Context: an optimization exercise on an open-source flow, tuned for small area, a short achievable clock period and few clock cycles per item. The choices shown serve that exercise and are no tape-out recipe.
Function was checked by simulation only, so behaviour that the tests miss may differ from the original.
Power figures rest on the tool's default switching activity, not on a simulated workload.

==> flow/run.sh <==
#!/bin/bash
# synth_recipe.tcl (not shown) runs the flow's synth.tcl, then flattens the netlist and writes it again
# the make line also repeats each setting of config.mk as NAME=value (left out here)
make -C /OpenROAD-flow-scripts/flow DESIGN_CONFIG=/design/flow/config.mk WORK_HOME=/design/flow/orfs CLKGATE_MAP_FILE= SYNTH_SCRIPT=/design/flow/synth_recipe.tcl finish
==> flow/config.mk <==
export PLATFORM = sky130hd
export DESIGN_NAME = dot_engine_top
export DESIGN_NICKNAME = dot_engine_top
export VERILOG_FILES = /design/flow/design.v
export SDC_FILE = /design/flow/constraint.sdc
export NUM_CORES = 4
export LEC_CHECK = 0
export CAP_MARGIN = 20
export CORE_MARGIN = 2
export CORE_UTILIZATION = 50
export SETUP_SLACK_MARGIN = 2.6
export SLEW_MARGIN = 20
==> flow/constraint.sdc <==
create_clock -name core_clock -period 5.0 [get_ports {clk}]
set_input_delay 1.0000 -clock core_clock [delete_from_list [all_inputs] [get_ports {clk}]]
set_output_delay 1.0000 -clock core_clock [all_outputs]
set_load 0.01 [all_outputs]
==> flow/design.v <==
`default_nettype none
package dot_pkg;
  localparam int N_LANES = 4;
  localparam int LANE_W = 8;
  localparam int WORD_W = N_LANES * LANE_W;
  localparam int RES_W = 32;
  localparam int ACC_W = 22;
  localparam int VEC_DEPTH = 16;
  localparam int ADDR_W = 4;
endpackage
`default_nettype wire
`default_nettype none
module dp_unit (
  input wire logic clk,
  input wire logic [31:0] act_data,
  input wire logic [31:0] w_word,
  input wire logic cut_vld,
  output logic [21:0] x_out,
  output logic [21:0] y_out
);
  logic [31:0] act_q;
  logic [3:0][3:0] one_q;
  logic [3:0][3:0] two_q;
  logic [3:0][3:0] neg_q;
  logic [3:0][2:0] ncnt_q;
  logic [3:0][3:0] one_d;
  logic [3:0][3:0] two_d;
  logic [3:0][3:0] neg_d;
  logic [3:0][2:0] ncnt_d;
  for (genvar i = 0; i < 4; i++) begin : g_enc_lane
    for (genvar k = 0; k < 4; k++) begin : g_enc_digit
      logic b2, b1, b0;
      assign b2 = w_word[i*8 + 2*k + 1];
      assign b1 = w_word[i*8 + 2*k];
      if (k == 0) begin : g_lsb
        assign b0 = 1'b0;
      end else begin : g_mid
        assign b0 = w_word[i*8 + 2*k - 1];
      end
      assign one_d[i][k] = b1 ^ b0;
      assign two_d[i][k] = (b2 & ~b1 & ~b0) | (~b2 & b1 & b0);
      assign neg_d[i][k] = b2;
    end
  end
  for (genvar k = 0; k < 4; k++) begin : g_ncnt
    assign ncnt_d[k] = 3'(neg_d[0][k]) + 3'(neg_d[1][k]) + 3'(neg_d[2][k]) + 3'(neg_d[3][k]);
  end
  always_ff @(posedge clk) begin
    act_q <= act_data;
    one_q <= one_d;
    two_q <= two_d;
    neg_q <= neg_d;
    ncnt_q <= ncnt_d;
  end
  logic [3:0][3:0][8:0] pp;
  for (genvar i = 0; i < 4; i++) begin : g_pp_lane
    logic [8:0] a1, a2;
    assign a1 = {act_q[i*8 + 7], act_q[i*8 +: 8]};
    assign a2 = {act_q[i*8 +: 8], 1'b0};
    for (genvar k = 0; k < 4; k++) begin : g_pp_digit
      assign pp[i][k] = ({9{one_q[i][k]}} & a1 | {9{two_q[i][k]}} & a2) ^ {9{neg_q[i][k]}};
    end
  end
  logic sb0_1;
  logic cb0_2;
  logic sb0_3;
  logic cb0_4;
  logic sb0_5;
  logic cb0_6;
  logic sb0_7;
  logic cb0_8;
  logic sb0_9;
  logic cb0_10;
  logic sb0_11;
  logic cb0_12;
  logic sb0_13;
  logic cb0_14;
  logic sb0_15;
  logic cb0_16;
  logic sb0_17;
  logic cb0_18;
  logic sb0_19;
  logic cb0_20;
  logic sb0_21;
  logic cb0_22;
  logic sb0_23;
  logic cb0_24;
  logic sb0_25;
  logic cb0_26;
  logic sb0_27;
  logic cb0_28;
  logic sb0_29;
  logic cb0_30;
  logic sb0_31;
  logic cb0_32;
  logic sb1_33;
  logic cb1_34;
  logic sb1_35;
  logic cb1_36;
  logic sb1_37;
  logic cb1_38;
  logic sb1_39;
  logic cb1_40;
  logic sb1_41;
  logic cb1_42;
  logic sb1_43;
  logic cb1_44;
  logic sb1_45;
  logic cb1_46;
  logic sb1_47;
  logic cb1_48;
  logic sb1_49;
  logic cb1_50;
  logic sb1_51;
  logic cb1_52;
  logic sb1_53;
  logic cb1_54;
  logic sb1_55;
  logic cb1_56;
  logic sb1_57;
  logic cb1_58;
  logic sb1_59;
  logic cb1_60;
  logic sb1_61;
  logic cb1_62;
  logic sb1_63;
  logic cb1_64;
  logic sb1_65;
  logic cb1_66;
  logic sb1_67;
  logic cb1_68;
  logic sb1_69;
  logic cb1_70;
  logic sb1_71;
  logic cb1_72;
  logic sb1_73;
  logic cb1_74;
  logic sb1_75;
  logic cb1_76;
  logic sb1_77;
  logic cb1_78;
  logic sb1_79;
  logic cb1_80;
  logic sb1_81;
  logic cb1_82;
  logic sb1_83;
  logic cb1_84;
  logic sb1_85;
  logic cb1_86;
  logic sb1_87;
  logic cb1_88;
  logic sb1_89;
  logic cb1_90;
  logic sb1_91;
  logic cb1_92;
  logic sb1_93;
  logic cb1_94;
  logic sb1_95;
  logic cb1_96;
  logic sb1_97;
  logic cb1_98;
  logic sb2_99;
  logic cb2_100;
  logic sb2_101;
  logic cb2_102;
  logic sb2_103;
  logic cb2_104;
  logic sb2_105;
  logic cb2_106;
  logic sb2_107;
  logic cb2_108;
  logic sb2_109;
  logic cb2_110;
  logic sb2_111;
  logic cb2_112;
  logic sb2_113;
  logic cb2_114;
  logic sb2_115;
  logic cb2_116;
  logic sb2_117;
  logic cb2_118;
  logic sb2_119;
  logic cb2_120;
  logic sb2_121;
  logic cb2_122;
  logic sb2_123;
  logic cb2_124;
  logic sb2_125;
  logic cb2_126;
  logic sb2_127;
  logic cb2_128;
  logic sb2_129;
  logic cb2_130;
  logic sb2_131;
  logic cb2_132;
  logic sb2_133;
  logic cb2_134;
  logic sb2_135;
  logic cb2_136;
  logic sb2_137;
  logic cb2_138;
  logic sb2_139;
  logic cb2_140;
  logic sb2_141;
  logic cb2_142;
  logic sb2_143;
  logic cb2_144;
  logic sb2_145;
  logic cb2_146;
  logic sb2_147;
  logic cb2_148;
  logic sb2_149;
  logic cb2_150;
  logic sb2_151;
  logic cb2_152;
  logic sb2_153;
  logic cb2_154;
  logic sb2_155;
  logic cb2_156;
  logic sb2_157;
  logic cb2_158;
  logic sb2_159;
  logic cb2_160;
  logic sb2_161;
  logic cb2_162;
  logic sb2_163;
  logic cb2_164;
  logic sb2_165;
  logic cb2_166;
  logic sc0_167;
  logic cc0_168;
  logic sc0_169;
  logic cc0_170;
  logic sc0_171;
  logic cc0_172;
  logic sc0_173;
  logic cc0_174;
  logic sc0_175;
  logic cc0_176;
  logic sc0_177;
  logic cc0_178;
  logic sc0_179;
  logic cc0_180;
  logic sc0_181;
  logic cc0_182;
  logic sc0_183;
  logic cc0_184;
  logic sc0_185;
  logic cc0_186;
  logic sc0_187;
  logic cc0_188;
  logic sc0_189;
  logic cc0_190;
  logic sc0_191;
  logic cc0_192;
  logic sc0_193;
  logic cc0_194;
  logic sc0_195;
  logic cc0_196;
  logic sc0_197;
  logic cc0_198;
  logic sc0_199;
  logic cc0_200;
  logic sc0_201;
  logic cc0_202;
  logic sc0_203;
  logic cc0_204;
  logic sc0_205;
  logic cc0_206;
  logic sc0_207;
  logic cc0_208;
  logic sc0_209;
  logic cc0_210;
  logic sc0_211;
  logic cc0_212;
  logic sc0_213;
  logic cc0_214;
  logic sc0_215;
  logic cc0_216;
  logic sc0_217;
  logic cc0_218;
  logic sc0_219;
  logic cc0_220;
  logic sc0_221;
  logic cc0_222;
  logic sc1_223;
  logic cc1_224;
  logic sc1_225;
  logic cc1_226;
  logic sc1_227;
  logic cc1_228;
  logic sc1_229;
  logic cc1_230;
  logic sc1_231;
  logic cc1_232;
  logic sc1_233;
  logic cc1_234;
  logic sc1_235;
  logic cc1_236;
  logic sc1_237;
  logic cc1_238;
  logic sc1_239;
  logic cc1_240;
  logic sc1_241;
  logic cc1_242;
  logic sc1_243;
  logic cc1_244;
  logic sc1_245;
  logic cc1_246;
  logic sc1_247;
  logic cc1_248;
  logic sc1_249;
  logic cc1_250;
  logic sc1_251;
  logic cc1_252;
  logic sc1_253;
  logic cc1_254;
  logic sc2_255;
  logic cc2_256;
  logic sc2_257;
  logic cc2_258;
  logic sc2_259;
  logic cc2_260;
  logic sc2_261;
  logic cc2_262;
  logic sc2_263;
  logic cc2_264;
  logic sc2_265;
  logic cc2_266;
  logic sc2_267;
  logic cc2_268;
  logic sc2_269;
  logic cc2_270;
  logic sc2_271;
  logic cc2_272;
  logic sc2_273;
  logic cc2_274;
  logic sc2_275;
  logic cc2_276;
  logic sc2_277;
  logic cc2_278;
  logic sc2_279;
  logic cc2_280;
  logic sc2_281;
  logic cc2_282;
  logic sc2_283;
  logic cc2_284;
  logic sc2_285;
  logic cc2_286;
  assign sb0_1 = pp[0][0][4] ^ pp[0][1][2];
  assign cb0_2 = pp[0][0][4] & pp[0][1][2];
  assign sb0_3 = pp[0][0][5] ^ pp[0][1][3];
  assign cb0_4 = pp[0][0][5] & pp[0][1][3];
  assign sb0_5 = pp[0][0][6] ^ pp[0][1][4] ^ pp[0][2][2];
  assign cb0_6 = (pp[0][0][6] & pp[0][1][4]) | (pp[0][0][6] & pp[0][2][2]) | (pp[0][1][4] & pp[0][2][2]);
  assign sb0_7 = pp[0][3][0] ^ pp[1][0][6] ^ pp[1][1][4];
  assign cb0_8 = (pp[0][3][0] & pp[1][0][6]) | (pp[0][3][0] & pp[1][1][4]) | (pp[1][0][6] & pp[1][1][4]);
  assign sb0_9 = pp[1][2][2] ^ pp[1][3][0] ^ pp[2][0][6];
  assign cb0_10 = (pp[1][2][2] & pp[1][3][0]) | (pp[1][2][2] & pp[2][0][6]) | (pp[1][3][0] & pp[2][0][6]);
  assign sb0_11 = pp[0][0][7] ^ pp[0][1][5] ^ pp[0][2][3];
  assign cb0_12 = (pp[0][0][7] & pp[0][1][5]) | (pp[0][0][7] & pp[0][2][3]) | (pp[0][1][5] & pp[0][2][3]);
  assign sb0_13 = pp[0][3][1] ^ pp[1][0][7] ^ pp[1][1][5];
  assign cb0_14 = (pp[0][3][1] & pp[1][0][7]) | (pp[0][3][1] & pp[1][1][5]) | (pp[1][0][7] & pp[1][1][5]);
  assign sb0_15 = pp[1][2][3] ^ pp[1][3][1] ^ pp[2][0][7];
  assign cb0_16 = (pp[1][2][3] & pp[1][3][1]) | (pp[1][2][3] & pp[2][0][7]) | (pp[1][3][1] & pp[2][0][7]);
  assign sb0_17 = pp[2][1][5] ^ pp[2][2][3];
  assign cb0_18 = pp[2][1][5] & pp[2][2][3];
  assign sb0_19 = ~pp[0][0][8] ^ pp[0][1][6] ^ pp[0][2][4];
  assign cb0_20 = (~pp[0][0][8] & pp[0][1][6]) | (~pp[0][0][8] & pp[0][2][4]) | (pp[0][1][6] & pp[0][2][4]);
  assign sb0_21 = pp[0][3][2] ^ ~pp[1][0][8] ^ pp[1][1][6];
  assign cb0_22 = (pp[0][3][2] & ~pp[1][0][8]) | (pp[0][3][2] & pp[1][1][6]) | (~pp[1][0][8] & pp[1][1][6]);
  assign sb0_23 = pp[1][2][4] ^ pp[1][3][2] ^ ~pp[2][0][8];
  assign cb0_24 = (pp[1][2][4] & pp[1][3][2]) | (pp[1][2][4] & ~pp[2][0][8]) | (pp[1][3][2] & ~pp[2][0][8]);
  assign sb0_25 = pp[2][1][6] ^ pp[2][2][4] ^ pp[2][3][2];
  assign cb0_26 = (pp[2][1][6] & pp[2][2][4]) | (pp[2][1][6] & pp[2][3][2]) | (pp[2][2][4] & pp[2][3][2]);
  assign sb0_27 = pp[0][1][7] ^ pp[0][2][5] ^ pp[0][3][3];
  assign cb0_28 = (pp[0][1][7] & pp[0][2][5]) | (pp[0][1][7] & pp[0][3][3]) | (pp[0][2][5] & pp[0][3][3]);
  assign sb0_29 = pp[1][1][7] ^ pp[1][2][5];
  assign cb0_30 = pp[1][1][7] & pp[1][2][5];
  assign sb0_31 = ~pp[0][1][8] ^ pp[0][2][6] ^ pp[0][3][4];
  assign cb0_32 = (~pp[0][1][8] & pp[0][2][6]) | (~pp[0][1][8] & pp[0][3][4]) | (pp[0][2][6] & pp[0][3][4]);
  assign sb1_33 = pp[0][0][2] ^ pp[0][1][0];
  assign cb1_34 = pp[0][0][2] & pp[0][1][0];
  assign sb1_35 = pp[0][0][3] ^ pp[0][1][1];
  assign cb1_36 = pp[0][0][3] & pp[0][1][1];
  assign sb1_37 = pp[0][2][0] ^ pp[1][0][4] ^ pp[1][1][2];
  assign cb1_38 = (pp[0][2][0] & pp[1][0][4]) | (pp[0][2][0] & pp[1][1][2]) | (pp[1][0][4] & pp[1][1][2]);
  assign sb1_39 = pp[1][2][0] ^ pp[2][0][4] ^ pp[2][1][2];
  assign cb1_40 = (pp[1][2][0] & pp[2][0][4]) | (pp[1][2][0] & pp[2][1][2]) | (pp[2][0][4] & pp[2][1][2]);
  assign sb1_41 = pp[2][2][0] ^ pp[3][0][4];
  assign cb1_42 = pp[2][2][0] & pp[3][0][4];
  assign sb1_43 = pp[0][2][1] ^ pp[1][0][5] ^ pp[1][1][3];
  assign cb1_44 = (pp[0][2][1] & pp[1][0][5]) | (pp[0][2][1] & pp[1][1][3]) | (pp[1][0][5] & pp[1][1][3]);
  assign sb1_45 = pp[1][2][1] ^ pp[2][0][5] ^ pp[2][1][3];
  assign cb1_46 = (pp[1][2][1] & pp[2][0][5]) | (pp[1][2][1] & pp[2][1][3]) | (pp[2][0][5] & pp[2][1][3]);
  assign sb1_47 = pp[2][2][1] ^ pp[3][0][5] ^ pp[3][1][3];
  assign cb1_48 = (pp[2][2][1] & pp[3][0][5]) | (pp[2][2][1] & pp[3][1][3]) | (pp[3][0][5] & pp[3][1][3]);
  assign sb1_49 = pp[3][2][1] ^ ncnt_q[2][1];
  assign cb1_50 = pp[3][2][1] & ncnt_q[2][1];
  assign sb1_51 = pp[2][1][4] ^ pp[2][2][2] ^ pp[2][3][0];
  assign cb1_52 = (pp[2][1][4] & pp[2][2][2]) | (pp[2][1][4] & pp[2][3][0]) | (pp[2][2][2] & pp[2][3][0]);
  assign sb1_53 = pp[3][0][6] ^ pp[3][1][4] ^ pp[3][2][2];
  assign cb1_54 = (pp[3][0][6] & pp[3][1][4]) | (pp[3][0][6] & pp[3][2][2]) | (pp[3][1][4] & pp[3][2][2]);
  assign sb1_55 = pp[3][3][0] ^ ncnt_q[2][2] ^ ncnt_q[3][0];
  assign cb1_56 = (pp[3][3][0] & ncnt_q[2][2]) | (pp[3][3][0] & ncnt_q[3][0]) | (ncnt_q[2][2] & ncnt_q[3][0]);
  assign sb1_57 = cb0_4 ^ sb0_5 ^ sb0_7;
  assign cb1_58 = (cb0_4 & sb0_5) | (cb0_4 & sb0_7) | (sb0_5 & sb0_7);
  assign sb1_59 = pp[2][3][1] ^ pp[3][0][7] ^ pp[3][1][5];
  assign cb1_60 = (pp[2][3][1] & pp[3][0][7]) | (pp[2][3][1] & pp[3][1][5]) | (pp[3][0][7] & pp[3][1][5]);
  assign sb1_61 = pp[3][2][3] ^ pp[3][3][1] ^ ncnt_q[3][1];
  assign cb1_62 = (pp[3][2][3] & pp[3][3][1]) | (pp[3][2][3] & ncnt_q[3][1]) | (pp[3][3][1] & ncnt_q[3][1]);
  assign sb1_63 = cb0_6 ^ cb0_8 ^ cb0_10;
  assign cb1_64 = (cb0_6 & cb0_8) | (cb0_6 & cb0_10) | (cb0_8 & cb0_10);
  assign sb1_65 = sb0_11 ^ sb0_13 ^ sb0_15;
  assign cb1_66 = (sb0_11 & sb0_13) | (sb0_11 & sb0_15) | (sb0_13 & sb0_15);
  assign sb1_67 = ~pp[3][0][8] ^ pp[3][1][6] ^ pp[3][2][4];
  assign cb1_68 = (~pp[3][0][8] & pp[3][1][6]) | (~pp[3][0][8] & pp[3][2][4]) | (pp[3][1][6] & pp[3][2][4]);
  assign sb1_69 = pp[3][3][2] ^ ncnt_q[3][2] ^ cb0_12;
  assign cb1_70 = (pp[3][3][2] & ncnt_q[3][2]) | (pp[3][3][2] & cb0_12) | (ncnt_q[3][2] & cb0_12);
  assign sb1_71 = cb0_14 ^ cb0_16 ^ cb0_18;
  assign cb1_72 = (cb0_14 & cb0_16) | (cb0_14 & cb0_18) | (cb0_16 & cb0_18);
  assign sb1_73 = sb0_19 ^ sb0_21 ^ sb0_23;
  assign cb1_74 = (sb0_19 & sb0_21) | (sb0_19 & sb0_23) | (sb0_21 & sb0_23);
  assign sb1_75 = pp[1][3][3] ^ pp[2][1][7] ^ pp[2][2][5];
  assign cb1_76 = (pp[1][3][3] & pp[2][1][7]) | (pp[1][3][3] & pp[2][2][5]) | (pp[2][1][7] & pp[2][2][5]);
  assign sb1_77 = pp[2][3][3] ^ pp[3][1][7] ^ pp[3][2][5];
  assign cb1_78 = (pp[2][3][3] & pp[3][1][7]) | (pp[2][3][3] & pp[3][2][5]) | (pp[3][1][7] & pp[3][2][5]);
  assign sb1_79 = pp[3][3][3] ^ cb0_20 ^ cb0_22;
  assign cb1_80 = (pp[3][3][3] & cb0_20) | (pp[3][3][3] & cb0_22) | (cb0_20 & cb0_22);
  assign sb1_81 = cb0_24 ^ cb0_26 ^ sb0_27;
  assign cb1_82 = (cb0_24 & cb0_26) | (cb0_24 & sb0_27) | (cb0_26 & sb0_27);
  assign sb1_83 = ~pp[1][1][8] ^ pp[1][2][6] ^ pp[1][3][4];
  assign cb1_84 = (~pp[1][1][8] & pp[1][2][6]) | (~pp[1][1][8] & pp[1][3][4]) | (pp[1][2][6] & pp[1][3][4]);
  assign sb1_85 = ~pp[2][1][8] ^ pp[2][2][6] ^ pp[2][3][4];
  assign cb1_86 = (~pp[2][1][8] & pp[2][2][6]) | (~pp[2][1][8] & pp[2][3][4]) | (pp[2][2][6] & pp[2][3][4]);
  assign sb1_87 = ~pp[3][1][8] ^ pp[3][2][6] ^ pp[3][3][4];
  assign cb1_88 = (~pp[3][1][8] & pp[3][2][6]) | (~pp[3][1][8] & pp[3][3][4]) | (pp[3][2][6] & pp[3][3][4]);
  assign sb1_89 = 1'b1 ^ cb0_28 ^ cb0_30;
  assign cb1_90 = (1'b1 & cb0_28) | (1'b1 & cb0_30) | (cb0_28 & cb0_30);
  assign sb1_91 = pp[0][2][7] ^ pp[0][3][5] ^ pp[1][2][7];
  assign cb1_92 = (pp[0][2][7] & pp[0][3][5]) | (pp[0][2][7] & pp[1][2][7]) | (pp[0][3][5] & pp[1][2][7]);
  assign sb1_93 = pp[1][3][5] ^ pp[2][2][7] ^ pp[2][3][5];
  assign cb1_94 = (pp[1][3][5] & pp[2][2][7]) | (pp[1][3][5] & pp[2][3][5]) | (pp[2][2][7] & pp[2][3][5]);
  assign sb1_95 = pp[3][2][7] ^ pp[3][3][5];
  assign cb1_96 = pp[3][2][7] & pp[3][3][5];
  assign sb1_97 = ~pp[0][2][8] ^ pp[0][3][6] ^ ~pp[1][2][8];
  assign cb1_98 = (~pp[0][2][8] & pp[0][3][6]) | (~pp[0][2][8] & ~pp[1][2][8]) | (pp[0][3][6] & ~pp[1][2][8]);
  assign sb2_99 = pp[1][0][2] ^ pp[1][1][0] ^ pp[2][0][2];
  assign cb2_100 = (pp[1][0][2] & pp[1][1][0]) | (pp[1][0][2] & pp[2][0][2]) | (pp[1][1][0] & pp[2][0][2]);
  assign sb2_101 = pp[2][1][0] ^ pp[3][0][2];
  assign cb2_102 = pp[2][1][0] & pp[3][0][2];
  assign sb2_103 = pp[1][0][3] ^ pp[1][1][1] ^ pp[2][0][3];
  assign cb2_104 = (pp[1][0][3] & pp[1][1][1]) | (pp[1][0][3] & pp[2][0][3]) | (pp[1][1][1] & pp[2][0][3]);
  assign sb2_105 = pp[2][1][1] ^ pp[3][0][3] ^ pp[3][1][1];
  assign cb2_106 = (pp[2][1][1] & pp[3][0][3]) | (pp[2][1][1] & pp[3][1][1]) | (pp[3][0][3] & pp[3][1][1]);
  assign sb2_107 = ncnt_q[1][1] ^ cb1_34;
  assign cb2_108 = ncnt_q[1][1] & cb1_34;
  assign sb2_109 = pp[3][1][2] ^ pp[3][2][0] ^ ncnt_q[1][2];
  assign cb2_110 = (pp[3][1][2] & pp[3][2][0]) | (pp[3][1][2] & ncnt_q[1][2]) | (pp[3][2][0] & ncnt_q[1][2]);
  assign sb2_111 = ncnt_q[2][0] ^ sb0_1 ^ cb1_36;
  assign cb2_112 = (ncnt_q[2][0] & sb0_1) | (ncnt_q[2][0] & cb1_36) | (sb0_1 & cb1_36);
  assign sb2_113 = sb1_37 ^ sb1_39 ^ sb1_41;
  assign cb2_114 = (sb1_37 & sb1_39) | (sb1_37 & sb1_41) | (sb1_39 & sb1_41);
  assign sb2_115 = cb0_2 ^ sb0_3 ^ cb1_38;
  assign cb2_116 = (cb0_2 & sb0_3) | (cb0_2 & cb1_38) | (sb0_3 & cb1_38);
  assign sb2_117 = cb1_40 ^ cb1_42 ^ sb1_43;
  assign cb2_118 = (cb1_40 & cb1_42) | (cb1_40 & sb1_43) | (cb1_42 & sb1_43);
  assign sb2_119 = sb1_45 ^ sb1_47 ^ sb1_49;
  assign cb2_120 = (sb1_45 & sb1_47) | (sb1_45 & sb1_49) | (sb1_47 & sb1_49);
  assign sb2_121 = sb0_9 ^ cb1_44 ^ cb1_46;
  assign cb2_122 = (sb0_9 & cb1_44) | (sb0_9 & cb1_46) | (cb1_44 & cb1_46);
  assign sb2_123 = cb1_48 ^ cb1_50 ^ sb1_51;
  assign cb2_124 = (cb1_48 & cb1_50) | (cb1_48 & sb1_51) | (cb1_50 & sb1_51);
  assign sb2_125 = sb1_53 ^ sb1_55 ^ sb1_57;
  assign cb2_126 = (sb1_53 & sb1_55) | (sb1_53 & sb1_57) | (sb1_55 & sb1_57);
  assign sb2_127 = sb0_17 ^ cb1_52 ^ cb1_54;
  assign cb2_128 = (sb0_17 & cb1_52) | (sb0_17 & cb1_54) | (cb1_52 & cb1_54);
  assign sb2_129 = cb1_56 ^ cb1_58 ^ sb1_59;
  assign cb2_130 = (cb1_56 & cb1_58) | (cb1_56 & sb1_59) | (cb1_58 & sb1_59);
  assign sb2_131 = sb1_61 ^ sb1_63 ^ sb1_65;
  assign cb2_132 = (sb1_61 & sb1_63) | (sb1_61 & sb1_65) | (sb1_63 & sb1_65);
  assign sb2_133 = sb0_25 ^ cb1_60 ^ cb1_62;
  assign cb2_134 = (sb0_25 & cb1_60) | (sb0_25 & cb1_62) | (cb1_60 & cb1_62);
  assign sb2_135 = cb1_64 ^ cb1_66 ^ sb1_67;
  assign cb2_136 = (cb1_64 & cb1_66) | (cb1_64 & sb1_67) | (cb1_66 & sb1_67);
  assign sb2_137 = sb1_69 ^ sb1_71 ^ sb1_73;
  assign cb2_138 = (sb1_69 & sb1_71) | (sb1_69 & sb1_73) | (sb1_71 & sb1_73);
  assign sb2_139 = sb0_29 ^ cb1_68 ^ cb1_70;
  assign cb2_140 = (sb0_29 & cb1_68) | (sb0_29 & cb1_70) | (cb1_68 & cb1_70);
  assign sb2_141 = cb1_72 ^ cb1_74 ^ sb1_75;
  assign cb2_142 = (cb1_72 & cb1_74) | (cb1_72 & sb1_75) | (cb1_74 & sb1_75);
  assign sb2_143 = sb1_77 ^ sb1_79 ^ sb1_81;
  assign cb2_144 = (sb1_77 & sb1_79) | (sb1_77 & sb1_81) | (sb1_79 & sb1_81);
  assign sb2_145 = sb0_31 ^ cb1_76 ^ cb1_78;
  assign cb2_146 = (sb0_31 & cb1_76) | (sb0_31 & cb1_78) | (cb1_76 & cb1_78);
  assign sb2_147 = cb1_80 ^ cb1_82 ^ sb1_83;
  assign cb2_148 = (cb1_80 & cb1_82) | (cb1_80 & sb1_83) | (cb1_82 & sb1_83);
  assign sb2_149 = sb1_85 ^ sb1_87 ^ sb1_89;
  assign cb2_150 = (sb1_85 & sb1_87) | (sb1_85 & sb1_89) | (sb1_87 & sb1_89);
  assign sb2_151 = 1'b1 ^ cb0_32 ^ cb1_84;
  assign cb2_152 = (1'b1 & cb0_32) | (1'b1 & cb1_84) | (cb0_32 & cb1_84);
  assign sb2_153 = cb1_86 ^ cb1_88 ^ cb1_90;
  assign cb2_154 = (cb1_86 & cb1_88) | (cb1_86 & cb1_90) | (cb1_88 & cb1_90);
  assign sb2_155 = sb1_91 ^ sb1_93 ^ sb1_95;
  assign cb2_156 = (sb1_91 & sb1_93) | (sb1_91 & sb1_95) | (sb1_93 & sb1_95);
  assign sb2_157 = pp[1][3][6] ^ ~pp[2][2][8] ^ pp[2][3][6];
  assign cb2_158 = (pp[1][3][6] & ~pp[2][2][8]) | (pp[1][3][6] & pp[2][3][6]) | (~pp[2][2][8] & pp[2][3][6]);
  assign sb2_159 = ~pp[3][2][8] ^ pp[3][3][6] ^ cb1_92;
  assign cb2_160 = (~pp[3][2][8] & pp[3][3][6]) | (~pp[3][2][8] & cb1_92) | (pp[3][3][6] & cb1_92);
  assign sb2_161 = cb1_94 ^ cb1_96 ^ sb1_97;
  assign cb2_162 = (cb1_94 & cb1_96) | (cb1_94 & sb1_97) | (cb1_96 & sb1_97);
  assign sb2_163 = pp[0][3][7] ^ pp[1][3][7] ^ pp[2][3][7];
  assign cb2_164 = (pp[0][3][7] & pp[1][3][7]) | (pp[0][3][7] & pp[2][3][7]) | (pp[1][3][7] & pp[2][3][7]);
  assign sb2_165 = pp[3][3][7] ^ 1'b1;
  assign cb2_166 = pp[3][3][7] & 1'b1;
  assign sc0_167 = cut_q[0] ^ cut_q[1];
  assign cc0_168 = cut_q[0] & cut_q[1];
  assign sc0_169 = cut_q[5] ^ cut_q[6] ^ cut_q[7];
  assign cc0_170 = (cut_q[5] & cut_q[6]) | (cut_q[5] & cut_q[7]) | (cut_q[6] & cut_q[7]);
  assign sc0_171 = cut_q[10] ^ cut_q[11] ^ cut_q[12];
  assign cc0_172 = (cut_q[10] & cut_q[11]) | (cut_q[10] & cut_q[12]) | (cut_q[11] & cut_q[12]);
  assign sc0_173 = cut_q[13] ^ cut_q[14];
  assign cc0_174 = cut_q[13] & cut_q[14];
  assign sc0_175 = cut_q[16] ^ cut_q[17] ^ cut_q[18];
  assign cc0_176 = (cut_q[16] & cut_q[17]) | (cut_q[16] & cut_q[18]) | (cut_q[17] & cut_q[18]);
  assign sc0_177 = cut_q[19] ^ cut_q[20] ^ cut_q[21];
  assign cc0_178 = (cut_q[19] & cut_q[20]) | (cut_q[19] & cut_q[21]) | (cut_q[20] & cut_q[21]);
  assign sc0_179 = cut_q[22] ^ cut_q[23] ^ cut_q[24];
  assign cc0_180 = (cut_q[22] & cut_q[23]) | (cut_q[22] & cut_q[24]) | (cut_q[23] & cut_q[24]);
  assign sc0_181 = cut_q[25] ^ cut_q[26] ^ cut_q[27];
  assign cc0_182 = (cut_q[25] & cut_q[26]) | (cut_q[25] & cut_q[27]) | (cut_q[26] & cut_q[27]);
  assign sc0_183 = cut_q[28] ^ cut_q[29] ^ cut_q[30];
  assign cc0_184 = (cut_q[28] & cut_q[29]) | (cut_q[28] & cut_q[30]) | (cut_q[29] & cut_q[30]);
  assign sc0_185 = cut_q[31] ^ cut_q[32] ^ cut_q[33];
  assign cc0_186 = (cut_q[31] & cut_q[32]) | (cut_q[31] & cut_q[33]) | (cut_q[32] & cut_q[33]);
  assign sc0_187 = cut_q[34] ^ cut_q[35] ^ cut_q[36];
  assign cc0_188 = (cut_q[34] & cut_q[35]) | (cut_q[34] & cut_q[36]) | (cut_q[35] & cut_q[36]);
  assign sc0_189 = cut_q[37] ^ cut_q[38] ^ cut_q[39];
  assign cc0_190 = (cut_q[37] & cut_q[38]) | (cut_q[37] & cut_q[39]) | (cut_q[38] & cut_q[39]);
  assign sc0_191 = cut_q[40] ^ cut_q[41] ^ cut_q[42];
  assign cc0_192 = (cut_q[40] & cut_q[41]) | (cut_q[40] & cut_q[42]) | (cut_q[41] & cut_q[42]);
  assign sc0_193 = cut_q[43] ^ cut_q[44] ^ cut_q[45];
  assign cc0_194 = (cut_q[43] & cut_q[44]) | (cut_q[43] & cut_q[45]) | (cut_q[44] & cut_q[45]);
  assign sc0_195 = cut_q[46] ^ cut_q[47] ^ cut_q[48];
  assign cc0_196 = (cut_q[46] & cut_q[47]) | (cut_q[46] & cut_q[48]) | (cut_q[47] & cut_q[48]);
  assign sc0_197 = cut_q[49] ^ cut_q[50] ^ cut_q[51];
  assign cc0_198 = (cut_q[49] & cut_q[50]) | (cut_q[49] & cut_q[51]) | (cut_q[50] & cut_q[51]);
  assign sc0_199 = cut_q[52] ^ cut_q[53] ^ cut_q[54];
  assign cc0_200 = (cut_q[52] & cut_q[53]) | (cut_q[52] & cut_q[54]) | (cut_q[53] & cut_q[54]);
  assign sc0_201 = cut_q[55] ^ cut_q[56] ^ cut_q[57];
  assign cc0_202 = (cut_q[55] & cut_q[56]) | (cut_q[55] & cut_q[57]) | (cut_q[56] & cut_q[57]);
  assign sc0_203 = cut_q[58] ^ cut_q[59] ^ cut_q[60];
  assign cc0_204 = (cut_q[58] & cut_q[59]) | (cut_q[58] & cut_q[60]) | (cut_q[59] & cut_q[60]);
  assign sc0_205 = cut_q[61] ^ cut_q[62] ^ cut_q[63];
  assign cc0_206 = (cut_q[61] & cut_q[62]) | (cut_q[61] & cut_q[63]) | (cut_q[62] & cut_q[63]);
  assign sc0_207 = cut_q[64] ^ cut_q[65] ^ cut_q[66];
  assign cc0_208 = (cut_q[64] & cut_q[65]) | (cut_q[64] & cut_q[66]) | (cut_q[65] & cut_q[66]);
  assign sc0_209 = cut_q[67] ^ cut_q[68] ^ cut_q[69];
  assign cc0_210 = (cut_q[67] & cut_q[68]) | (cut_q[67] & cut_q[69]) | (cut_q[68] & cut_q[69]);
  assign sc0_211 = cut_q[70] ^ cut_q[71] ^ cut_q[72];
  assign cc0_212 = (cut_q[70] & cut_q[71]) | (cut_q[70] & cut_q[72]) | (cut_q[71] & cut_q[72]);
  assign sc0_213 = cut_q[73] ^ cut_q[74] ^ cut_q[75];
  assign cc0_214 = (cut_q[73] & cut_q[74]) | (cut_q[73] & cut_q[75]) | (cut_q[74] & cut_q[75]);
  assign sc0_215 = cut_q[76] ^ cut_q[77] ^ cut_q[78];
  assign cc0_216 = (cut_q[76] & cut_q[77]) | (cut_q[76] & cut_q[78]) | (cut_q[77] & cut_q[78]);
  assign sc0_217 = cut_q[79] ^ cut_q[80] ^ cut_q[81];
  assign cc0_218 = (cut_q[79] & cut_q[80]) | (cut_q[79] & cut_q[81]) | (cut_q[80] & cut_q[81]);
  assign sc0_219 = cut_q[82] ^ cut_q[83] ^ cut_q[84];
  assign cc0_220 = (cut_q[82] & cut_q[83]) | (cut_q[82] & cut_q[84]) | (cut_q[83] & cut_q[84]);
  assign sc0_221 = cut_q[85] ^ cut_q[86] ^ cut_q[87];
  assign cc0_222 = (cut_q[85] & cut_q[86]) | (cut_q[85] & cut_q[87]) | (cut_q[86] & cut_q[87]);
  assign sc1_223 = cut_q[2] ^ cut_q[3];
  assign cc1_224 = cut_q[2] & cut_q[3];
  assign sc1_225 = cut_q[8] ^ cut_q[9] ^ cc0_168;
  assign cc1_226 = (cut_q[8] & cut_q[9]) | (cut_q[8] & cc0_168) | (cut_q[9] & cc0_168);
  assign sc1_227 = cut_q[15] ^ cc0_170 ^ sc0_171;
  assign cc1_228 = (cut_q[15] & cc0_170) | (cut_q[15] & sc0_171) | (cc0_170 & sc0_171);
  assign sc1_229 = cc0_172 ^ cc0_174 ^ sc0_175;
  assign cc1_230 = (cc0_172 & cc0_174) | (cc0_172 & sc0_175) | (cc0_174 & sc0_175);
  assign sc1_231 = cc0_176 ^ cc0_178 ^ sc0_179;
  assign cc1_232 = (cc0_176 & cc0_178) | (cc0_176 & sc0_179) | (cc0_178 & sc0_179);
  assign sc1_233 = cc0_180 ^ cc0_182 ^ sc0_183;
  assign cc1_234 = (cc0_180 & cc0_182) | (cc0_180 & sc0_183) | (cc0_182 & sc0_183);
  assign sc1_235 = cc0_184 ^ cc0_186 ^ sc0_187;
  assign cc1_236 = (cc0_184 & cc0_186) | (cc0_184 & sc0_187) | (cc0_186 & sc0_187);
  assign sc1_237 = cc0_188 ^ cc0_190 ^ sc0_191;
  assign cc1_238 = (cc0_188 & cc0_190) | (cc0_188 & sc0_191) | (cc0_190 & sc0_191);
  assign sc1_239 = cc0_192 ^ cc0_194 ^ sc0_195;
  assign cc1_240 = (cc0_192 & cc0_194) | (cc0_192 & sc0_195) | (cc0_194 & sc0_195);
  assign sc1_241 = cc0_196 ^ cc0_198 ^ sc0_199;
  assign cc1_242 = (cc0_196 & cc0_198) | (cc0_196 & sc0_199) | (cc0_198 & sc0_199);
  assign sc1_243 = cc0_200 ^ cc0_202 ^ sc0_203;
  assign cc1_244 = (cc0_200 & cc0_202) | (cc0_200 & sc0_203) | (cc0_202 & sc0_203);
  assign sc1_245 = cc0_204 ^ cc0_206 ^ sc0_207;
  assign cc1_246 = (cc0_204 & cc0_206) | (cc0_204 & sc0_207) | (cc0_206 & sc0_207);
  assign sc1_247 = cc0_208 ^ cc0_210 ^ sc0_211;
  assign cc1_248 = (cc0_208 & cc0_210) | (cc0_208 & sc0_211) | (cc0_210 & sc0_211);
  assign sc1_249 = cc0_212 ^ cc0_214 ^ sc0_215;
  assign cc1_250 = (cc0_212 & cc0_214) | (cc0_212 & sc0_215) | (cc0_214 & sc0_215);
  assign sc1_251 = cc0_216 ^ cc0_218 ^ sc0_219;
  assign cc1_252 = (cc0_216 & cc0_218) | (cc0_216 & sc0_219) | (cc0_218 & sc0_219);
  assign sc1_253 = 1'b1 ^ cc0_220;
  assign cc1_254 = 1'b1 & cc0_220;
  assign sc2_255 = cut_q[4] ^ sc0_167;
  assign cc2_256 = cut_q[4] & sc0_167;
  assign sc2_257 = sc0_169 ^ cc1_224 ^ sc1_225;
  assign cc2_258 = (sc0_169 & cc1_224) | (sc0_169 & sc1_225) | (cc1_224 & sc1_225);
  assign sc2_259 = sc0_173 ^ cc1_226 ^ sc1_227;
  assign cc2_260 = (sc0_173 & cc1_226) | (sc0_173 & sc1_227) | (cc1_226 & sc1_227);
  assign sc2_261 = sc0_177 ^ cc1_228 ^ sc1_229;
  assign cc2_262 = (sc0_177 & cc1_228) | (sc0_177 & sc1_229) | (cc1_228 & sc1_229);
  assign sc2_263 = sc0_181 ^ cc1_230 ^ sc1_231;
  assign cc2_264 = (sc0_181 & cc1_230) | (sc0_181 & sc1_231) | (cc1_230 & sc1_231);
  assign sc2_265 = sc0_185 ^ cc1_232 ^ sc1_233;
  assign cc2_266 = (sc0_185 & cc1_232) | (sc0_185 & sc1_233) | (cc1_232 & sc1_233);
  assign sc2_267 = sc0_189 ^ cc1_234 ^ sc1_235;
  assign cc2_268 = (sc0_189 & cc1_234) | (sc0_189 & sc1_235) | (cc1_234 & sc1_235);
  assign sc2_269 = sc0_193 ^ cc1_236 ^ sc1_237;
  assign cc2_270 = (sc0_193 & cc1_236) | (sc0_193 & sc1_237) | (cc1_236 & sc1_237);
  assign sc2_271 = sc0_197 ^ cc1_238 ^ sc1_239;
  assign cc2_272 = (sc0_197 & cc1_238) | (sc0_197 & sc1_239) | (cc1_238 & sc1_239);
  assign sc2_273 = sc0_201 ^ cc1_240 ^ sc1_241;
  assign cc2_274 = (sc0_201 & cc1_240) | (sc0_201 & sc1_241) | (cc1_240 & sc1_241);
  assign sc2_275 = sc0_205 ^ cc1_242 ^ sc1_243;
  assign cc2_276 = (sc0_205 & cc1_242) | (sc0_205 & sc1_243) | (cc1_242 & sc1_243);
  assign sc2_277 = sc0_209 ^ cc1_244 ^ sc1_245;
  assign cc2_278 = (sc0_209 & cc1_244) | (sc0_209 & sc1_245) | (cc1_244 & sc1_245);
  assign sc2_279 = sc0_213 ^ cc1_246 ^ sc1_247;
  assign cc2_280 = (sc0_213 & cc1_246) | (sc0_213 & sc1_247) | (cc1_246 & sc1_247);
  assign sc2_281 = sc0_217 ^ cc1_248 ^ sc1_249;
  assign cc2_282 = (sc0_217 & cc1_248) | (sc0_217 & sc1_249) | (cc1_248 & sc1_249);
  assign sc2_283 = sc0_221 ^ cc1_250 ^ sc1_251;
  assign cc2_284 = (sc0_221 & cc1_250) | (sc0_221 & sc1_251) | (cc1_250 & sc1_251);
  assign sc2_285 = cc0_222 ^ cc1_252 ^ sc1_253;
  assign cc2_286 = (cc0_222 & cc1_252) | (cc0_222 & sc1_253) | (cc1_252 & sc1_253);
  logic [87:0] cut_q;
  logic [21:0] x_q;
  logic [21:0] y_q;
  always_ff @(posedge clk) begin
      cut_q[0] <= pp[0][0][0];
      cut_q[1] <= pp[1][0][0];
      cut_q[2] <= pp[2][0][0];
      cut_q[3] <= pp[3][0][0];
      cut_q[4] <= ncnt_q[0][0];
      cut_q[5] <= pp[0][0][1];
      cut_q[6] <= pp[1][0][1];
      cut_q[7] <= pp[2][0][1];
      cut_q[8] <= pp[3][0][1];
      cut_q[9] <= ncnt_q[0][1];
      cut_q[10] <= pp[3][1][0];
      cut_q[11] <= ncnt_q[0][2];
      cut_q[12] <= ncnt_q[1][0];
      cut_q[13] <= sb1_33;
      cut_q[14] <= sb2_99;
      cut_q[15] <= sb2_101;
      cut_q[16] <= sb1_35;
      cut_q[17] <= cb2_100;
      cut_q[18] <= cb2_102;
      cut_q[19] <= sb2_103;
      cut_q[20] <= sb2_105;
      cut_q[21] <= sb2_107;
      cut_q[22] <= cb2_104;
      cut_q[23] <= cb2_106;
      cut_q[24] <= cb2_108;
      cut_q[25] <= sb2_109;
      cut_q[26] <= sb2_111;
      cut_q[27] <= sb2_113;
      cut_q[28] <= cb2_110;
      cut_q[29] <= cb2_112;
      cut_q[30] <= cb2_114;
      cut_q[31] <= sb2_115;
      cut_q[32] <= sb2_117;
      cut_q[33] <= sb2_119;
      cut_q[34] <= cb2_116;
      cut_q[35] <= cb2_118;
      cut_q[36] <= cb2_120;
      cut_q[37] <= sb2_121;
      cut_q[38] <= sb2_123;
      cut_q[39] <= sb2_125;
      cut_q[40] <= cb2_122;
      cut_q[41] <= cb2_124;
      cut_q[42] <= cb2_126;
      cut_q[43] <= sb2_127;
      cut_q[44] <= sb2_129;
      cut_q[45] <= sb2_131;
      cut_q[46] <= cb2_128;
      cut_q[47] <= cb2_130;
      cut_q[48] <= cb2_132;
      cut_q[49] <= sb2_133;
      cut_q[50] <= sb2_135;
      cut_q[51] <= sb2_137;
      cut_q[52] <= cb2_134;
      cut_q[53] <= cb2_136;
      cut_q[54] <= cb2_138;
      cut_q[55] <= sb2_139;
      cut_q[56] <= sb2_141;
      cut_q[57] <= sb2_143;
      cut_q[58] <= cb2_140;
      cut_q[59] <= cb2_142;
      cut_q[60] <= cb2_144;
      cut_q[61] <= sb2_145;
      cut_q[62] <= sb2_147;
      cut_q[63] <= sb2_149;
      cut_q[64] <= cb2_146;
      cut_q[65] <= cb2_148;
      cut_q[66] <= cb2_150;
      cut_q[67] <= sb2_151;
      cut_q[68] <= sb2_153;
      cut_q[69] <= sb2_155;
      cut_q[70] <= cb2_152;
      cut_q[71] <= cb2_154;
      cut_q[72] <= cb2_156;
      cut_q[73] <= sb2_157;
      cut_q[74] <= sb2_159;
      cut_q[75] <= sb2_161;
      cut_q[76] <= cb1_98;
      cut_q[77] <= cb2_158;
      cut_q[78] <= cb2_160;
      cut_q[79] <= cb2_162;
      cut_q[80] <= sb2_163;
      cut_q[81] <= sb2_165;
      cut_q[82] <= ~pp[0][3][8];
      cut_q[83] <= ~pp[1][3][8];
      cut_q[84] <= ~pp[2][3][8];
      cut_q[85] <= ~pp[3][3][8];
      cut_q[86] <= cb2_164;
      cut_q[87] <= cb2_166;
  end
  always_ff @(posedge clk) begin
      x_q[0] <= cut_vld & sc1_223;
      x_q[1] <= cut_vld & cc2_256;
      x_q[2] <= cut_vld & cc2_258;
      x_q[3] <= cut_vld & cc2_260;
      x_q[4] <= cut_vld & cc2_262;
      x_q[5] <= cut_vld & cc2_264;
      x_q[6] <= cut_vld & cc2_266;
      x_q[7] <= cut_vld & cc2_268;
      x_q[8] <= cut_vld & cc2_270;
      x_q[9] <= cut_vld & cc2_272;
      x_q[10] <= cut_vld & cc2_274;
      x_q[11] <= cut_vld & cc2_276;
      x_q[12] <= cut_vld & cc2_278;
      x_q[13] <= cut_vld & cc2_280;
      x_q[14] <= cut_vld & cc2_282;
      x_q[15] <= cut_vld & cc2_284;
      x_q[16] <= cut_vld & cc1_254;
      x_q[17] <= cut_vld & 1'b1;
      x_q[18] <= cut_vld & 1'b1;
      x_q[19] <= cut_vld & 1'b1;
      x_q[20] <= cut_vld & 1'b1;
      x_q[21] <= cut_vld & 1'b1;
      y_q[0] <= cut_vld & sc2_255;
      y_q[1] <= cut_vld & sc2_257;
      y_q[2] <= cut_vld & sc2_259;
      y_q[3] <= cut_vld & sc2_261;
      y_q[4] <= cut_vld & sc2_263;
      y_q[5] <= cut_vld & sc2_265;
      y_q[6] <= cut_vld & sc2_267;
      y_q[7] <= cut_vld & sc2_269;
      y_q[8] <= cut_vld & sc2_271;
      y_q[9] <= cut_vld & sc2_273;
      y_q[10] <= cut_vld & sc2_275;
      y_q[11] <= cut_vld & sc2_277;
      y_q[12] <= cut_vld & sc2_279;
      y_q[13] <= cut_vld & sc2_281;
      y_q[14] <= cut_vld & sc2_283;
      y_q[15] <= cut_vld & sc2_285;
      y_q[16] <= cut_vld & cc2_286;
      y_q[17] <= cut_vld & 1'b0;
      y_q[18] <= cut_vld & 1'b0;
      y_q[19] <= cut_vld & 1'b0;
      y_q[20] <= cut_vld & 1'b0;
      y_q[21] <= cut_vld & 1'b0;
  end
  assign x_out = x_q;
  assign y_out = y_q;
endmodule
`default_nettype wire
`default_nettype none
module weight_buffer (
  input wire logic clk,
  input wire logic wr_en,
  input wire logic [dot_pkg::ADDR_W-1:0] wr_addr,
  input wire logic [dot_pkg::WORD_W-1:0] wr_data,
  input wire logic [dot_pkg::VEC_DEPTH-1:0] rd_sel,
  output logic [dot_pkg::WORD_W-1:0] rd_data
);
  logic [dot_pkg::WORD_W-1:0] mem [dot_pkg::VEC_DEPTH];
  always_ff @(posedge clk) begin
    if (wr_en) begin
      mem[wr_addr] <= wr_data;
    end
  end
  always_comb begin
    rd_data = '0;
    for (int k = 0; k < dot_pkg::VEC_DEPTH; k++) begin
      rd_data = rd_data | (mem[k] & {dot_pkg::WORD_W{rd_sel[k]}});
    end
  end
endmodule
`default_nettype wire
`default_nettype none
module dot_accumulator (
  input wire logic clk,
  input wire logic clear,
  input wire logic [dot_pkg::ACC_W-1:0] x_in,
  input wire logic [dot_pkg::ACC_W-1:0] y_in,
  output logic signed [dot_pkg::RES_W-1:0] acc
);
  logic [dot_pkg::ACC_W-1:0] acc_q;
  logic [dot_pkg::ACC_W-1:0] s3;
  logic [dot_pkg::ACC_W-1:0] c3;
  assign acc = dot_pkg::RES_W'($signed(acc_q));
  assign s3 = acc_q ^ x_in ^ y_in;
  assign c3 = (acc_q & x_in) | (acc_q & y_in) | (x_in & y_in);
  always_ff @(posedge clk) begin
    if (clear) begin
      acc_q <= '0;
    end else begin
      acc_q <= s3 + {c3[dot_pkg::ACC_W-2:0], 1'b0};
    end
  end
endmodule
`default_nettype wire
`default_nettype none
module dot_ctrl (
  input wire logic clk,
  input wire logic reset,
  input wire logic start,
  input wire logic [dot_pkg::ADDR_W-1:0] vec_last,
  input wire logic act_valid,
  input wire logic w_wr,
  output logic busy,
  output logic done,
  output logic buf_wr_en,
  output logic [dot_pkg::VEC_DEPTH-1:0] rd_sel,
  output logic acc_clear,
  output logic cut_vld
);
  logic busy_q;
  logic strm_q;
  logic [dot_pkg::VEC_DEPTH-1:0] ptr_q;
  logic [dot_pkg::VEC_DEPTH-1:0] last_q;
  logic done_q;
  logic [2:0] vld_q;
  logic [2:0] fin_q;
  logic is_idle;
  logic accept;
  logic finish;
  logic is_last;
  assign is_idle = !busy_q;
  assign accept = act_valid && strm_q;
  assign finish = vld_q[2] && fin_q[2];
  assign busy = busy_q;
  assign done = done_q;
  assign buf_wr_en = w_wr && is_idle;
  assign rd_sel = ptr_q;
  assign is_last = |(ptr_q & last_q);
  assign acc_clear = start && is_idle;
  assign cut_vld = vld_q[1];
  always_ff @(posedge clk) begin
    if (reset) begin
      busy_q <= 1'b0;
      strm_q <= 1'b0;
      ptr_q <= '0;
      last_q <= '0;
      done_q <= 1'b0;
      vld_q <= '0;
      fin_q <= '0;
    end else begin
      done_q <= finish;
      vld_q <= {vld_q[1:0], accept};
      fin_q <= {fin_q[1:0], accept && is_last};
      if (is_idle) begin
        if (start) begin
          busy_q <= 1'b1;
          strm_q <= 1'b1;
          ptr_q <= dot_pkg::VEC_DEPTH'(1);
          last_q <= dot_pkg::VEC_DEPTH'(1) << vec_last;
        end
      end else begin
        if (accept) begin
          ptr_q <= ptr_q << 1;
          if (is_last) begin
            strm_q <= 1'b0;
          end
        end
        if (finish) begin
          busy_q <= 1'b0;
        end
      end
    end
  end
endmodule
`default_nettype wire
`default_nettype none
module dot_engine_top (
  input wire logic clk,
  input wire logic reset,
  input wire logic w_wr,
  input wire logic [dot_pkg::ADDR_W-1:0] w_addr,
  input wire logic [dot_pkg::WORD_W-1:0] w_data,
  input wire logic start,
  input wire logic [dot_pkg::ADDR_W-1:0] vec_last,
  input wire logic act_valid,
  input wire logic [dot_pkg::WORD_W-1:0] act_data,
  output logic busy,
  output logic done,
  output logic signed [dot_pkg::RES_W-1:0] result
);
  logic buf_wr_en;
  logic [dot_pkg::VEC_DEPTH-1:0] rd_sel;
  logic [dot_pkg::WORD_W-1:0] rd_data;
  logic acc_clear;
  logic cut_vld;
  logic [dot_pkg::ACC_W-1:0] x_sum;
  logic [dot_pkg::ACC_W-1:0] y_sum;
  dot_ctrl dot_ctrl_i (
    .clk, .reset, .start, .vec_last, .act_valid, .w_wr,
    .busy, .done, .buf_wr_en, .rd_sel, .acc_clear, .cut_vld
  );
  weight_buffer weight_buffer_i (
    .clk, .wr_en(buf_wr_en), .wr_addr(w_addr), .wr_data(w_data),
    .rd_sel, .rd_data
  );
  dp_unit dp_unit_i (
    .clk, .act_data, .w_word(rd_data), .cut_vld, .x_out(x_sum), .y_out(y_sum)
  );
  dot_accumulator dot_accumulator_i (
    .clk, .clear(acc_clear), .x_in(x_sum), .y_in(y_sum), .acc(result)
  );
endmodule
`default_nettype wire
==> results.json <==
{
  "status": "finished clean",
  "ys_warn_count": 4,
  "synthCells": 2305,
  "drt_iter0_drc": 1966,
  "dp_hpwl_um": 58200,
  "holdPathStages": 0,
  "max_freq_ghz": 0.373,
  "grt_pass1_vias": 20200,
  "synth.most_common_cell": "edfxtp_1",
  "yosysUniqueCellTypes": 54,
  "worst_slew_pin_slew_ns": 0.931,
  "slowest_delay_ns": 0.53,
  "num_rows": 93,
  "cts_sinks": 790,
  "period_share_pct": 53.7,
  "postRouteAntennaNets": 0,
  "cts.htree.levels": 3,
  "crit_buf_inv": 1,
  "ios": 111,
  "worstHoldStart": "dp_unit_i.ncnt_q[2]",
  "path_cells": "fa_1 > ha_2 > inv_2 > fa_2 > nand2b_4 > a21oi_4 > o211ai_1 > o211ai_1 > a311oi_1 > o21bai_1 > mux2i_1",
  "synth.net_count": 2577,
  "setup_viol": 0,
  "cp_slowest_cell": "fa_1",
  "grt_pass1_wl_um": 134000,
  "syn_to_final_growth_pct": 21.0,
  "drive_gt1_share_pct": 20.9,
  "drc": 0,
  "numCtsBuffers": 82,
  "wl_per_cell_um": 27.2,
  "wirelength_um": 93000,
  "grt-ovfl-total": 0,
  "port_buffers": 110,
  "clk_latency_ns": 0.65,
  "syn_area_per_cell_um2": 14.1,
  "start_util_pct": 50.6,
  "grt_max_degree": 42,
  "max-cap-violations": 0,
  "grt_usage_pct": 27.5,
  "r2r-end": "dot_accumulator_i.acc_q[21]",
  "placeableCoreArea_um2": 64500,
  "finalCriticalPeriod_ns": 2.68,
  "worstPathMaxFanout": 4,
  "viasPerCell": 5.86,
  "ys.flop_type": "edfxtp_1",
  "dieHeight_um": 259,
  "synth_area_leaders": "edfxtp_1 (47%), dfxtp_1 (17%), fa_1 (9.0%)",
  "cts_tree": "built",
  "syn_area_um2": 32600,
  "p_per_area_nw_per_um2": 430,
  "synth_common_cells": "edfxtp_1 (512), dfxtp_1 (278), a22oi_1 (233)",
  "final_nets": 2768,
  "r2r_cells": 11,
  "async_flop_share_pct": 0,
  "synth_edf_count": 512,
  "critPathLaunchType": "flop",
  "worstHoldEndpoint": "dp_unit_i.cut_q[11]",
  "final.setup_skew_ns": 0.0314,
  "finalSetupTns_ns": 0,
  "ff2ff_setup_slack_ns": 2.32,
  "r2r_start": "dp_unit_i.x_q[1]",
  "ys_seq_area_share_pct": 64.2,
  "first_pass_iters": 8,
  "path_common_cell": "o211ai_1",
  "critical_path_class": "reg2reg",
  "irDropWorstVdd_mv": 0.328,
  "slew_headroom_pct": 37.7,
  "ys_ff_latch": 790,
  "cts-root-buf": "clkbuf_16",
  "hold_class": "reg2reg",
  "critPathTopFamily": "adder cells",
  "antenna_found_initial": 3,
  "critPathArrivalTime_ns": 3.22,
  "end_kind": "flop",
  "crit_required_ns": 5.54,
  "synth_top_cell_area_share_pct": 47.2,
  "maxSlewViolCount": 0,
  "fin_area_um2": 39500,
  "via_count": 20000,
  "ctsLongestPathBuffers": 3,
  "dpl_cell_area_um2": 34700,
  "die_area_um2": 67300,
  "die_x_um": 259,
  "rsz0062_at_grt": "true",
  "gp_congestion": 0.868,
  "path_clk_slew_ns": 0.06,
  "timing.final.hold_violations": 0,
  "yosys.area.top_type": "edfxtp_1",
  "p_leak_nw": 14.5
}
==> area by class of cell <==
| type | instances | area [um^2] |
|---|---|---|
| Antenna cell | 2 | 5.00 |
| Multi-Input combinational cell | 1166 | 11100 |
| Inverter | 183 | 692 |
| Clock buffer | 110 | 2300 |
| Clock inverter | 37 | 454 |
| Timing Repair Buffer | 273 | 2710 |
| Fill cell | 4938 | 25000 |
| Tap cell | 855 | 1070 |
| Sequential cell | 790 | 21200 |
==> worst reg2reg max path: cells and delay by family, from the launching register on <==
| kind | cells | cell delay, ns |
|---|---|---|
| buf+inv | 1 | 0.04 |
| simple gates | 1 | 0.17 |
| compound gates | 5 | 0.84 |
| flops | 1 | 0.32 |
| fa+ha+maj | 3 | 1.05 |
| mux | 1 | 0.19 |
==> metrics by stage <==
stage	worst slack [ns]	utilization, %	power, W	instances	hold slack [ns]
final	2.32	61.2	0.0170	3416	0.331
after global routing	2.15	61.2	0.0178	3416	0.341
after CTS	2.29	60.3	0.0171	3383	0.331
after detailed placement	1.37	53.9	0.0109	3151	0.318
after global placement	1.44	53.8	0.0109	3151	0.314
after floorplan	2.24	-	0.00950	2305	0.310
==> power by group <==
part           leakage (nW)  internal, W  total, W  switching, W
Clock                  1.35      0.00370   0.00622       0.00252
Combinational          6.16      0.00132   0.00311       0.00180
Sequential             6.95      0.00734   0.00764      0.000302
Total                  14.5       0.0124    0.0170       0.00462
==> metal layers <==
layer | part of all wire, % | up-vias | GRT usage (%)
met5 | 0 | - | 0
met4 | 4.8 | 0 | 11.9
met3 | 6.7 | 214 | 4.33
met2 | 51 | 873 | 48.0
met1 | 38 | 10200 | 33.9
li1 | - | 8748 | -
==> state kept, by name (all words and copies together), names as in the netlist, 16 cells and up <==
signal / count
weight_buffer_i.mem: 512
dot_ctrl_i.last_q: 16
dp_unit_i.act_q: 32
dp_unit_i.two_q: 16
dp_unit_i.x_q: 18
dp_unit_i.one_q: 16
dot_accumulator_i.acc_q: 22
dot_ctrl_i.ptr_q: 16
dp_unit_i.cut_q: 88
dp_unit_i.y_q: 17
dp_unit_i.neg_q: 16
==> cells in the final DEF, fill, tap and decap left out, drive strengths merged, types with 81 or more instances in the layout <==
master         instances
buf                  160
xnor2                108
dfxtp                278
nand3                 81
edfxtp               512
a22oi                233
inv                  183
fa                   146
clkbuf               112
clkdlybuf4s50         85
nor2                  88
==> worst max-delay path by stage <==
stage	from	to	slack [ns]	cells after the start
floorplan	w_wr	weight_buffer_i.mem[4][0]	2.24	3
global placement	w_addr[0]	weight_buffer_i.mem[15][21]	1.44	4
detailed placement	w_addr[1]	weight_buffer_i.mem[15][15]	1.37	4
CTS	dp_unit_i.x_q[1]	dot_accumulator_i.acc_q[19]	2.29	12
global route	dp_unit_i.x_q[1]	dot_accumulator_i.acc_q[21]	2.15	11
finish	dp_unit_i.x_q[1]	dot_accumulator_i.acc_q[21]	2.32	11
==> cell families (layout without fill, tap and decap cells) <==
logic type / after synthesis / in the layout / share of synthesized area (%)
multiplexers: 1 / 1 / 0.0307
buffers and inverters: 351 / 603 / 4.29
AO/OA/AOI/OAI: 489 / 489 / 11.5
adder cells (fa/ha/maj): 195 / 195 / 10.8
other: 0 / 2 / 0
flip-flops: 790 / 790 / 64.2
AND/OR/NAND/NOR: 307 / 309 / 4.48
XOR/XNOR: 172 / 172 / 4.62
==> timing repair <==
item                       4_1_cts  5_1_grt
setup buffers                   82       29
pin swaps                       58       55
gates resized for setup        231       82
gates cloned                     3        2
hold buffers                     0        0
setup endpoints to repair      553      138
Testbench counts, summed over its fixed seeds: cycles 16,139, items 1,280.

afterwards: timing with drivers on the ports:
No port has a modelled driver above. Below, the same layout with a new extraction and two added sets of constraints.
Step 1 (the two cells are an assumption about what drives the block):
set clk [get_ports {clk}]
set_driving_cell -lib_cell sky130_fd_sc_hd__clkbuf_16 $clk
set_driving_cell -lib_cell sky130_fd_sc_hd__buf_2 [delete_from_list [all_inputs] $clk]
Step 2 also shifts input and output timing later by t, the mid clock arrival at the registers, as if the neighbouring blocks saw the same clock.
Slacks: ideal / step 1 / step 2; pairs: ideal / step 1.
t (ns): 0.689
setup slack, ns: 2.316 / 2.314 / 1.990
worst setup path at the end: input to register
pins driven straight from the clock port: 1
After both steps this run still meets setup and hold. For this run, drivers alone change the setup slack by -0.002 ns; drivers and shift together by -0.326 ns.
